From an optimization exercise on the open Yosys and OpenROAD flow, aimed at small area; shortcuts taken in it are not production practice. The RTL was checked by simulation tests, not by an equivalence proof against the original design.

## the previous run
// fp_mul_pipeline
module fp_mul_pipeline (
  input  logic        clk,
  input  logic        rst_n,
  input  logic        valid_data_in,
  input  logic [31:0] in1,
  input  logic [31:0] in2,
  input  logic [2:0]  rounding_mode,
  output logic [31:0] out,
  output logic        overflow,
  output logic        underflow,
  output logic        inexact,
  output logic        invalid_operation,
  output logic        valid_data_out
);
  wire [7:0]  e1 = in1[30:23];
  wire [7:0]  e2 = in2[30:23];
  wire [22:0] f1 = in1[22:0];
  wire [22:0] f2 = in2[22:0];
  wire z1 = ~|e1, z2 = ~|e2;
  wire x1 = &e1,  x2 = &e2;
  wire fz1 = ~|f1, fz2 = ~|f2;
  wire inf1 = x1 & fz1, inf2 = x2 & fz2;
  wire nan1 = x1 & ~fz1, nan2 = x2 & ~fz2;
  wire qn1 = x1 & f1[22], qn2 = x2 & f2[22];
  wire sn1 = nan1 & ~f1[22], sn2 = nan2 & ~f2[22];
  wire sel1 = qn1 | (~qn2 & sn1);           
  wire sel2 = nan2 & ~sel1;                 
  wire c5   = ~(nan1 | nan2) & ((inf1 & z2) | (z1 & inf2));
  wire isnan = nan1 | nan2 | c5;
  wire isinf = ~isnan & (inf1 | inf2);
  wire inv   = sn1 | sn2 | c5;
  wire psign = in1[31] ^ in2[31];
  wire sign_a = sel1 ? in1[31] : sel2 ? in2[31] : (psign & ~c5);
  logic [1:0] rt_a;
  always_comb begin
    case (rounding_mode)
      3'd1:    rt_a = 2'd1;
      3'd2:    rt_a = psign ? 2'd2 : 2'd1;
      3'd3:    rt_a = psign ? 2'd1 : 2'd2;
      3'd4:    rt_a = 2'd3;
      default: rt_a = 2'd0;
  ...
Size: ~1800 cells after synthesis, about 140 flip-flops.
clock: 8.0 ns
lec_check: 0
cap_margin: 5
core_margin: 2
core_utilization: 60
cts_buf_list: sky130_fd_sc_hd__clkbuf_8
place_density: 0.72
slew_margin: 5
synth_hierarchical: 1
synth_minimum_keep_size: 0
standard.sh (not shown) runs the stock make flow with config.mk's settings and CLKGATE_MAP_FILE= SYNTH_SCRIPT=/design/flow/synth_recipe.tcl, a recipe that flattens the netlist after the stock synthesis.
==> flow/flow/run.sh <==
#!/bin/bash
# Standard layout, with plain buf_1 cells as the port buffers and no dummy clock loads.
export BUFFER_PORTS_ARGS="-buffer_cell sky130_fd_sc_hd__buf_1"
export CTS_ARGS="-sink_clustering_enable -repair_clock_nets -buf_list sky130_fd_sc_hd__clkbuf_8 -dont_use_dummy_load"
bash standard.sh > standard.log 2>&1
> inputs changed (the previous run -> the current run)
diff --git a/flow/design.v b/flow/design.v
--- a/flow/design.v
+++ b/flow/design.v
@@ -1353,62 +1353,78 @@
   fa_cell u_c2052 (.a(fc1910), .b(fs1912), .c(fs1782), .s(fs2050), .co(fc2051));
   fa_cell u_c2055 (.a(fc1913), .b(fs1915), .c(hs1788), .s(fs2053), .co(fc2054));
   fa_cell u_c2058 (.a(fc1916), .b(fs1918), .c(na20), .s(fs2056), .co(fc2057));
   ha_cell u_c2061 (.a(fc1919), .b(fs1921), .s(fs2059), .co(fc2060));
   fa_cell u_c2064 (.a(fc1922), .b(fs1924), .c(na22), .s(fs2062), .co(fc2063));
   ha_cell u_c2067 (.a(fc1925), .b(hs1927), .s(fs2065), .co(fc2066));
   xnor_cell u_c2070 (.a(hc1928), .b(1'b0), .y(hs2068));
   or_cell u_c2071 (.a(hc1928), .b(1'b0), .y(hc2069));
   logic        v2;
-  logic [25:0] pr2;       
+  logic [25:0] prn2;      
   logic        sl2;       
   logic [7:0]  es2;
   logic        sg2, sp2;
   logic [1:0]  rt2;
   always_ff @(posedge clk or negedge rst_n) begin
     if (!rst_n) v2 <= 1'b0;
     else        v2 <= v1;
   end
   always_ff @(posedge clk) begin
-    pr2 <= prod[47:22];
+    prn2 <= ~prod[47:22];
     sl2 <= |prod[21:0];
     es2 <= es1;
     sg2 <= sg1;
     sp2 <= sp1;
     rt2 <= rt1;
   end
-  wire        p47  = pr2[25];
-  wire [22:0] mant = p47 ? pr2[24:2] : pr2[23:1];
-  wire        g    = p47 ? pr2[1] : pr2[0];
-  wire        s    = sl2 | (p47 & pr2[0]);
+  wire        p47 = ~prn2[25];
+  wire [22:0] mant;
+  wire        g;
+  genvar gi;
+  for (gi = 0; gi < 23; gi = gi + 1) begin : g_norm
+    mux2i_cell u_mx (.a(prn2[gi + 1]), .b(prn2[gi + 2]), .s(p47), .y(mant[gi]));
+  end
+  mux2i_cell u_mxg (.a(prn2[0]), .b(prn2[1]), .s(p47), .y(g));
+  wire        s = sl2 | (p47 & ~prn2[0]);
   logic       inc;
   always_comb begin
     case (rt2)
       2'd0:    inc = g & (s | mant[0]);
       2'd1:    inc = 1'b0;
       2'd2:    inc = g | s;
       default: inc = g;
     endcase
   end
-  wire [23:0] mr = {1'b0, mant} + {23'd0, inc};
-  wire [8:0]  eo = {1'b0, es2} + {7'd0, p47 & mr[23], p47 ^ mr[23]};    
+  wire [22:0] mr;
+  wire [23:0] rc;
+  assign rc[0] = inc;
+  for (gi = 0; gi < 23; gi = gi + 1) begin : g_inc
+    ha_cell u_ha (.a(mant[gi]), .b(rc[gi]), .s(mr[gi]), .co(rc[gi + 1]));
+  end
+  wire        cx = inc & (&mant);             
+  wire [8:0]  eo = {1'b0, es2} + {7'd0, p47 & cx, p47 ^ cx};    
   wire        nsp  = ~sp2;
   wire        tiny = nsp & (es2 == 8'd0) & ~p47;
   wire        huge = nsp & (eo[8] | (&eo[7:0]));
   wire        ufa  = tiny | (sp2 & es2[3]);
   wire        ofa  = huge | (sp2 & es2[4]);
   wire        nrm  = nsp & ~tiny & ~huge;
   wire        snan = sp2 & es2[0];
   wire        sinf = sp2 & es2[1];
   wire        ovmax = ofa & (rt2 == 2'd1);
   wire        ovinf = ofa & (rt2 != 2'd1);
+  wire        keep  = nrm | snan;
   wire [7:0]  exp_o  = nrm ? eo[7:0] : ((snan | sinf | ovinf) ? 8'hFF : (ovmax ? 8'hFE : 8'h00));
-  wire [22:0] mant_o = ((nrm | snan) ? mr[22:0] : {23{ovmax}}) | {snan, 22'd0};
+  wire [22:0] mant_o;
+  for (gi = 0; gi < 22; gi = gi + 1) begin : g_out
+    a21o_cell u_ao (.a(keep), .b(mr[gi]), .c(ovmax), .y(mant_o[gi]));
+  end
+  a21o_cell u_ao22 (.a(keep), .b(mr[22]), .c(ovmax | snan), .y(mant_o[22]));
   always_ff @(posedge clk or negedge rst_n) begin
     if (!rst_n) begin
       out               <= 32'd0;
       overflow          <= 1'b0;
       underflow         <= 1'b0;
       inexact           <= 1'b0;
       invalid_operation <= 1'b0;
       valid_data_out    <= 1'b0;
     end else begin
@@ -1430,12 +1446,18 @@
   assign co = a & b;
 endmodule
 module bsel_cell (input logic none, input logic ntwo, input logic na, input logic nb,
                   output logic y);
   assign y = ~((none | na) & (ntwo | nb));
 endmodule
 module xnor_cell (input logic a, input logic b, output logic y);
   assign y = ~(a ^ b);
 endmodule
+module mux2i_cell (input logic a, input logic b, input logic s, output logic y);
+  assign y = ~(s ? b : a);
+endmodule
+module a21o_cell (input logic a, input logic b, input logic c, output logic y);
+  assign y = (a & b) | c;
+endmodule
 module or_cell (input logic a, input logic b, output logic y);
   assign y = a | b;
 endmodule
Results
- The current run — core utilization 0.98 points higher, the previous run as reference
- Summary of the current run over the previous run: final setup slack of the worst path -0.17 ns; number of non-clock buffers +about 4.5%.
- Die span in x, the previous run and the current run: higher on the previous run
- Between the previous run and the current run, the flow reports first-iteration DRC count decreasing by a few percent.
- Compared to the previous run, the current run has routed wire length 6.8% lower.
- Summary of the current run over the previous run: layout clock buffer count roughly the same; critical path depth fell 2; area of the multi-input gates down about 2.1%.
- In the current run relative to the previous run, number of fillers in the final layout had gone down by a few percent.

-- re-timing with driven ports --
In the flow no input, the clock included, has a driving cell. The finished layouts below were timed again as built, in two steps.
Step 1 (the two cells are an assumption about what drives the block):
set clk [get_ports {clk}]
set_driving_cell -lib_cell sky130_fd_sc_hd__clkbuf_16 $clk
set_driving_cell -lib_cell sky130_fd_sc_hd__buf_2 [delete_from_list [all_inputs] $clk]
Step 2 moves the port delays by t, midway between the first and last clock arrival at a register: inputs arrive t later, outputs are due t later. That takes back most of the time a late clock gives input paths.
a / b / c = ideal / step 1 / step 2; a / b = the first two.
run | shift t [ns] | slack for setup (ns) | worst register clock-pin slew, ns | cell pins on the clock port's net
the previous run | 0.472 | 0.635 / 0.635 / 0.635 | 0.09 / 0.09 | 1
the current run | 0.476 | 0.466 / 0.466 / 0.466 | 0.09 / 0.09 | 1
After both steps setup and hold are still met in every run listed.
